Source: an optimization exercise on an open RTL-to-GDS flow (aim: small area, a short achievable clock period and few clock cycles per item). Production flows keep margins and buffers that such runs may drop. Only simulation tests tie the RTL to the original design; equivalence was not proved.

==> flow/design.v <==
module aes_sbox_ti_core #(
    parameter int LAT = 4
) (
    input  logic        clk_i,
    input  logic        rst_ni,
    input  logic [7:0]  s0_i,
    input  logic [7:0]  s1_i,
    input  logic [15:0] rnd_i,
    output logic [7:0]  s0_o,
    output logic [7:0]  s1_o
);
    function automatic logic [7:0] gmul(input logic [7:0] a, input logic [7:0] b);
        logic [7:0] p, x;
        p = '0;
        x = a;
        for (int i = 0; i < 8; i++) begin
            p = b[i] ? p ^ x : p;
            x = {x[6:0], 1'b0} ^ (x[7] ? 8'h1b : 8'h00);
        end
        gmul = p;
    endfunction
    function automatic logic [15:0] sqs(input logic [15:0] a);
        sqs = {gmul(a[15:8], a[15:8]), gmul(a[7:0], a[7:0])};
    endfunction
    function automatic logic [15:0] dom(input logic [15:0] a, input logic [15:0] b, input logic [7:0] z);
        dom = {gmul(a[15:8], b[15:8]) ^ gmul(a[15:8], b[7:0]) ^ z,
                gmul(a[7:0], b[7:0]) ^ gmul(a[7:0], b[15:8]) ^ z};
    endfunction
    function automatic logic [7:0] lin(input logic [7:0] a);
        lin = a ^ {a[6:0], a[7]} ^ {a[5:0], a[7:6]} ^ {a[4:0], a[7:5]} ^ {a[3:0], a[7:4]};
    endfunction
    logic [15:0] x3_q, x2a_q, r1_q, x15_q, x12_q, x2b_q, r2_q, x252_q, x2c_q, r3_q, y_q;
    logic [15:0] x3_d, x2a_d, x15_d, x12_d, x252_d, x254, y_d;
    logic [7:0]  zc, zd;
    always_comb begin
        x2a_d  = sqs({s1_i, s0_i});
        x3_d   = dom(x2a_d, {s1_i, s0_i}, rnd_i[7:0]);
        x12_d  = sqs(sqs(x3_q));
        x15_d  = dom(x12_d, x3_q, r1_q[15:8]);
        zc     = r2_q[7:0] ^ {r2_q[11:8], r2_q[15:12]};
        x252_d = dom(sqs(sqs(sqs(sqs(x15_q)))), x12_q, zc);
        zd     = r3_q[15:8] ^ {r3_q[4:0], r3_q[7:5]};
        x254   = dom(x252_q, x2c_q, zd);
        y_d    = {lin(x254[15:8]) ^ 8'h63, lin(x254[7:0])};
    end
    always_ff @(posedge clk_i) begin
        if (!rst_ni) begin
            {x3_q, x2a_q, r1_q, x15_q, x12_q, x2b_q, r2_q, x252_q, x2c_q, r3_q, y_q} <= '0;
        end else begin
            x3_q   <= x3_d;
            x2a_q  <= x2a_d;
            r1_q   <= rnd_i;
            x15_q  <= x15_d;
            x12_q  <= x12_d;
            x2b_q  <= x2a_q;
            r2_q   <= r1_q;
            x252_q <= x252_d;
            x2c_q  <= x2b_q;
            r3_q   <= r2_q;
            y_q    <= y_d;
        end
    end
    if (LAT > 4) begin : g_pad
        logic [15:0] pad_q [LAT-4];
        always_ff @(posedge clk_i) begin
            pad_q[0] <= rst_ni ? y_q : '0;
            for (int i = 1; i < LAT - 4; i++) pad_q[i] <= rst_ni ? pad_q[i-1] : '0;
        end
        assign {s1_o, s0_o} = pad_q[LAT-5];
    end else begin : g_nopad
        assign {s1_o, s0_o} = y_q;
    end
endmodule
module aes_sbox_lanes #(
    parameter int LANES      = 4,
    parameter int CORE_LAT   = 4,
    parameter int FIFO_DEPTH = 8
) (
    input  logic                              clock,
    input  logic                              reset,
    input  logic                              in_valid,
    output logic                              in_ready,
    input  logic [8*LANES-1:0]                in_share0,
    input  logic [8*LANES-1:0]                in_share1,
    input  logic                              rnd_valid,
    output logic                              rnd_ready,
    input  logic [16*LANES-1:0]               rnd_data,
    input  logic [16*LANES-1:0]               prng_seed,
    output logic                              out_valid,
    input  logic                              out_ready,
    output logic [8*LANES-1:0]                out_share0,
    output logic [8*LANES-1:0]                out_share1,
    output logic [$clog2(FIFO_DEPTH+1)-1:0]   credits_used
);
    localparam int CW = $clog2(FIFO_DEPTH + 1);
    localparam int PW = $clog2(FIFO_DEPTH);
    localparam int W  = 16 * LANES;
    logic                 accept, push, pop;
    logic [16*LANES-1:0]  rnd, core_r;
    logic [8*LANES-1:0]   core_s0, core_s1, core_o0, core_o1;
    logic [CORE_LAT-1:0]  vpipe_q, vpipe_d;
    logic [CW-1:0]        cred_q, cred_d, cnt_q, cnt_d;
    logic [PW-1:0]        wr_q, wr_d, rd_q, rd_d;
    logic [W-1:0]         mem_q [FIFO_DEPTH];
    logic unused_seed;
    assign rnd         = rnd_data;
    assign accept      = in_valid & rnd_valid & in_ready;
    assign rnd_ready   = accept;
    assign unused_seed = ^prng_seed;
    assign in_ready     = (cred_q < CW'(FIFO_DEPTH)) & ~reset;
    assign credits_used = cred_q;
    assign core_s0 = accept ? in_share0 : '0;
    assign core_s1 = accept ? in_share1 : '0;
    assign core_r  = accept ? rnd : '0;
    for (genvar l = 0; l < LANES; l++) begin : g_lane
        aes_sbox_ti_core #(.LAT(CORE_LAT)) u_core (
            .clk_i  (clock),
            .rst_ni (~reset),
            .s0_i   (core_s0[8*l +: 8]),
            .s1_i   (core_s1[8*l +: 8]),
            .rnd_i  (core_r[16*l +: 16]),
            .s0_o   (core_o0[8*l +: 8]),
            .s1_o   (core_o1[8*l +: 8])
        );
    end
    assign push       = vpipe_q[CORE_LAT-1];
    assign out_valid  = (cnt_q != '0) & ~reset;
    assign pop        = out_valid & out_ready;
    assign out_share0 = out_valid ? mem_q[rd_q][8*LANES-1:0] : '0;
    assign out_share1 = out_valid ? mem_q[rd_q][W-1:8*LANES] : '0;
    always_comb begin
        vpipe_d = {vpipe_q[CORE_LAT-2:0], accept};
        cred_d  = cred_q + CW'(accept) - CW'(pop);
        cnt_d   = cnt_q + CW'(push) - CW'(pop);
        wr_d    = !push ? wr_q : (wr_q == PW'(FIFO_DEPTH - 1)) ? '0 : wr_q + 1'b1;
        rd_d    = !pop ? rd_q : (rd_q == PW'(FIFO_DEPTH - 1)) ? '0 : rd_q + 1'b1;
    end
    always_ff @(posedge clock) begin
        if (reset) begin
            vpipe_q <= '0;
            cred_q  <= '0;
            cnt_q   <= '0;
            wr_q    <= '0;
            rd_q    <= '0;
        end else begin
            vpipe_q <= vpipe_d;
            cred_q  <= cred_d;
            cnt_q   <= cnt_d;
            wr_q    <= wr_d;
            rd_q    <= rd_d;
        end
    end
    always_ff @(posedge clock) begin
        if (push && !reset) mem_q[wr_q] <= {core_o1, core_o0};
    end
endmodule
==> flow/run.sh <==
#!/bin/bash
# synth_recipe.tcl (not shown) runs the flow's synth.tcl, then flattens the netlist and writes it again
# the make line also repeats each setting of config.mk as NAME=value (left out here)
make -C /OpenROAD-flow-scripts/flow DESIGN_CONFIG=/design/flow/config.mk WORK_HOME=/design/flow/orfs CLKGATE_MAP_FILE= SYNTH_SCRIPT=/design/flow/synth_recipe.tcl finish
==> flow/config.mk <==
export PLATFORM = sky130hd
export DESIGN_NAME = aes_sbox_lanes
export DESIGN_NICKNAME = aes_sbox_lanes
export VERILOG_FILES = /design/flow/design.v
export SDC_FILE = /design/flow/constraint.sdc
export NUM_CORES = 4
export LEC_CHECK = 0
export CAP_MARGIN = 20
export CORE_MARGIN = 2
export CORE_UTILIZATION = 40
export SLEW_MARGIN = 20
==> flow/constraint.sdc <==
create_clock -name core_clock -period 9.0 [get_ports {clock}]
set_input_delay 1.8000 -clock core_clock [delete_from_list [all_inputs] [get_ports {clock}]]
set_output_delay 1.8000 -clock core_clock [all_outputs]
set_load 0.01 [all_outputs]
==> results.txt <==
[worst register-to-register path: stages (launching register included)]
cell and delay [ns]:
dfxtp_1 0.39, ha_1 0.46, xnor3_1 0.45, or2_2 0.33, xor2_1 0.62, xnor3_1 0.60, nor3_1 0.17, a211oi_1 0.11
xnor2_2 0.35, ha_1 0.36, xor2_1 0.34, nand2_1 0.11, mux2_2 0.28, and4_1 0.18, or4_4 0.59, xnor2_4 0.17
xnor2_1 0.33, xor3_1 0.49, a22oi_2 0.26, xnor3_1 0.52, buf_4 0.24, xnor2_1 0.32, mux2i_1 0.14, a21oi_1 0.20
xor2_1 0.29, or3_1 0.15, nand2_1 0.04
[synthesized netlist by cell type (121+ instances only)]
cell / n
mux4_2: 129
xnor3_1: 121
edfxtp_1: 512
nand3_1: 159
nand2_1: 1511
nor2_1: 1773
clkbuf_1: 594
mux2i_1: 260
xnor2_1: 3420
nor3_1: 146
xor2_1: 1157
inv_1: 187
a21oi_1: 438
dfxtp_1: 725
nor2b_1: 387
o21ai_0: 449
[routing by layer]
layer	GRT usage	vias to the layer above	wire length, um
met1	0.288	41200	140000
met4	0.0427	2	5400
met3	0.0236	341	15600
met5	0	-	12
li1	-	44000	-
met2	0.328	2185	137000
[kinds of logic (layout without fill, tap and decap cells)]
family                     count (synthesis)  count (layout)  synth area share
other                                      0               2                 0
DFF                                     1237            1237             0.264
adders and majority gates                 71              71           0.00797
and+or+nand+nor                         4382            4382             0.167
xor gates and xnor gates                4760            4760             0.389
muxes                                    416             416            0.0513
buffers and inverters                    967            1051            0.0332
AOI/OAI and AO/OA                       1589            1589            0.0873
[final cells by class]
cell class | count | area, um^2
antenna | 2 | 5.00
timing repair buffer | 587 | 4930
clock buffer | 184 | 3890
tap | 3743 | 4680
fill | 27700 | 157000
multi-input combinational | 11200 | 79900
sequential | 1237 | 29900
inverter | 205 | 777
clock inverter | 75 | 1190
[how the worst min path moves through the flow]
stage	end	slack (ns)
after CTS	g_lane[1].u_core.x2b_q[11]	0.36
after floorplan	g_lane[0].u_core.r2_q[0]	0.41
final	g_lane[1].u_core.x2b_q[11]	0.36
after global routing	g_lane[1].u_core.r2_q[3]	0.37
after global placement	g_lane[3].u_core.r2_q[3]	0.42
after detailed placement	g_lane[1].u_core.r2_q[1]	0.42
[stage by stage]
step | utilization | std cells | setup TNS, ns | worst slack, ns
floorplan | - | 13400 | -14.16 | -0.111
detailed placement | 0.426 | 17000 | 0 | 0.467
global route | 0.444 | 17300 | -0.0219 | -0.0219
finish | 0.444 | 17300 | 0 | 0.445
CTS | 0.444 | 17200 | 0 | 0.446
global placement | 0.426 | 17000 | 0 | 0.607
[timing repair]
action | 4_1_cts | 5_1_grt
setup endpoints to repair | 0 | 6
buffers inserted | 0 | 0
gates resized for setup | 0 | 5
==> flow_summary.toml <==
[worst_setup_path]
arrival_ns = 9.27
r2r_start = "g_lane[1].u_core.x15_q[0]"
slowest_delay_ns = 0.62
setup.worst_path.class = "register to register"
critPathSlowestCell = "xor2_1"
end_kind = "register"
cp_max_fo = 8
r2r_slack_ns = 0.45
critPathLaunchType = "register"
crit_required_ns = 9.71
crit_start = "g_lane[1].u_core.x15_q[0]"
path_depth = 26
crit_end = "g_lane[1].u_core.x252_q[1]"
cp_num_buf_inv = 1
r2r-end = "g_lane[1].u_core.x252_q[1]"
cpLargestDelayFamily = "XOR/XNOR gates"
r2r_cells = 26

[floorplan]
die_y_um = 536
io_pins = 268
initial_utilization = 0.402
die_area_um2 = 288000
coreArea_um2 = 282000
row_count = 195
dieWidth_um = 536

[place]
placed_area_um2 = 120000
place_congestion = 0.909
dpl.hpwl_um = 217000
numPortBuffers = 203

[synthesis]
synth-seq-area-share = 0.264
syn-mean-instance-area_um2 = 8.44
async_reset_ff_frac = 0
syn_inst = 13400
yosys_warnings = 2
syn_nets = 13700
netlist_area_um2 = 113000
ys_types = 108
synth_top_cell_area_share = 0.264
synth_edf_count = 512
synth_ff_type = "dfxtp_1"
ys_ff_latch = 1237
synth_area_leader_cell = "xnor2_1"
yosys-top-cells-area = "xnor2_1, edfxtp_1, dfxtp_1"

[route]
wire_per_inst_um = 17.3
drc = 0
detail_route.first_pass.iterations = 8
wirelength_um = 298000
drtAntennaViolNets = 0
drt_iter0_drc = 6834
num_vias = 87800
viasPerCell = 5.09

[final_layout]
area_growth_pct = 10.5
fin_area_um2 = 125000
largest_reg_flops = 512
fin_nets = 13700
layout_common_cells = "xnor2_1, nor2_1, nand2_1"
final_common_cell = "xnor2_1"
drive_gt1_frac = 0.0666
top_register = "mem_q"

[job]
cap_violations = 0

[cts]
clockBufferDepth = 3
cts_tree = "yes"
clk_latency_ns = 0.83
numCtsBuffers = 140
cts-root-buf = "clkbuf_16"
htreeDepth = 4
cts.clk_slew.worst_paths_ns = 0.06
clock_sinks = 1237
hold_buffers = 0

[timing]
fin_crit_sh = 0.951
worstMarginPinSlew_ns = 1.16
final_max_slew_viol_count = 0
whs_ns = 0.364
fin_skew_ns = 0.0773
hold_viol = 0
fmax_ghz = 0.117
slew_headroom = 0.222
fin_crit_ns = 8.55
finalSetupViolCount = 0

[hold_path]
min-delay-start = "g_lane[1].u_core.x2a_q[11]"
whs_path_depth = 1
hp-class = "register to register"

[global_routing]
overflow = 0
grt_pass1_wl_um = 472000
grtUsageTotal = 0.202
antenna_found_initial = 11
grt_max_degree = 102
grt_pass1_vias = 82000

[outcome]
outcome = "complete, no violations"
Testbench counts, summed over its fixed seeds: cycles 16,040, items 16,000.

[port drivers added, routing unchanged]
How much do the figures lean on ideal ports? The routed layout below was timed once more, with nothing changed but the port constraints.
Step 1 sets driving cells, clkbuf_16 on the clock port and buf_2 on the other inputs (assumed; they add their load-dependent delay and slew).
Step 2 adds t to the input delays and takes it off the output delays; t is the mean of the earliest and latest rising clock arrival at the registers after step 1. Input paths then give back, and output paths get back, about the clock's delay inside the block.
Slacks: no drivers / after step 1 / after step 2; pairs: no drivers / after step 1.
shift t [ns]: 0.893
setup slack, ns: 0.445 / 0.445 / 0.445
clock arrival spread, ns: 0.085 / 0.085
After both steps setup and hold are still met in this run. The setup slack of this run moves by 0.000 ns with the drivers and by 0.000 ns with both steps.
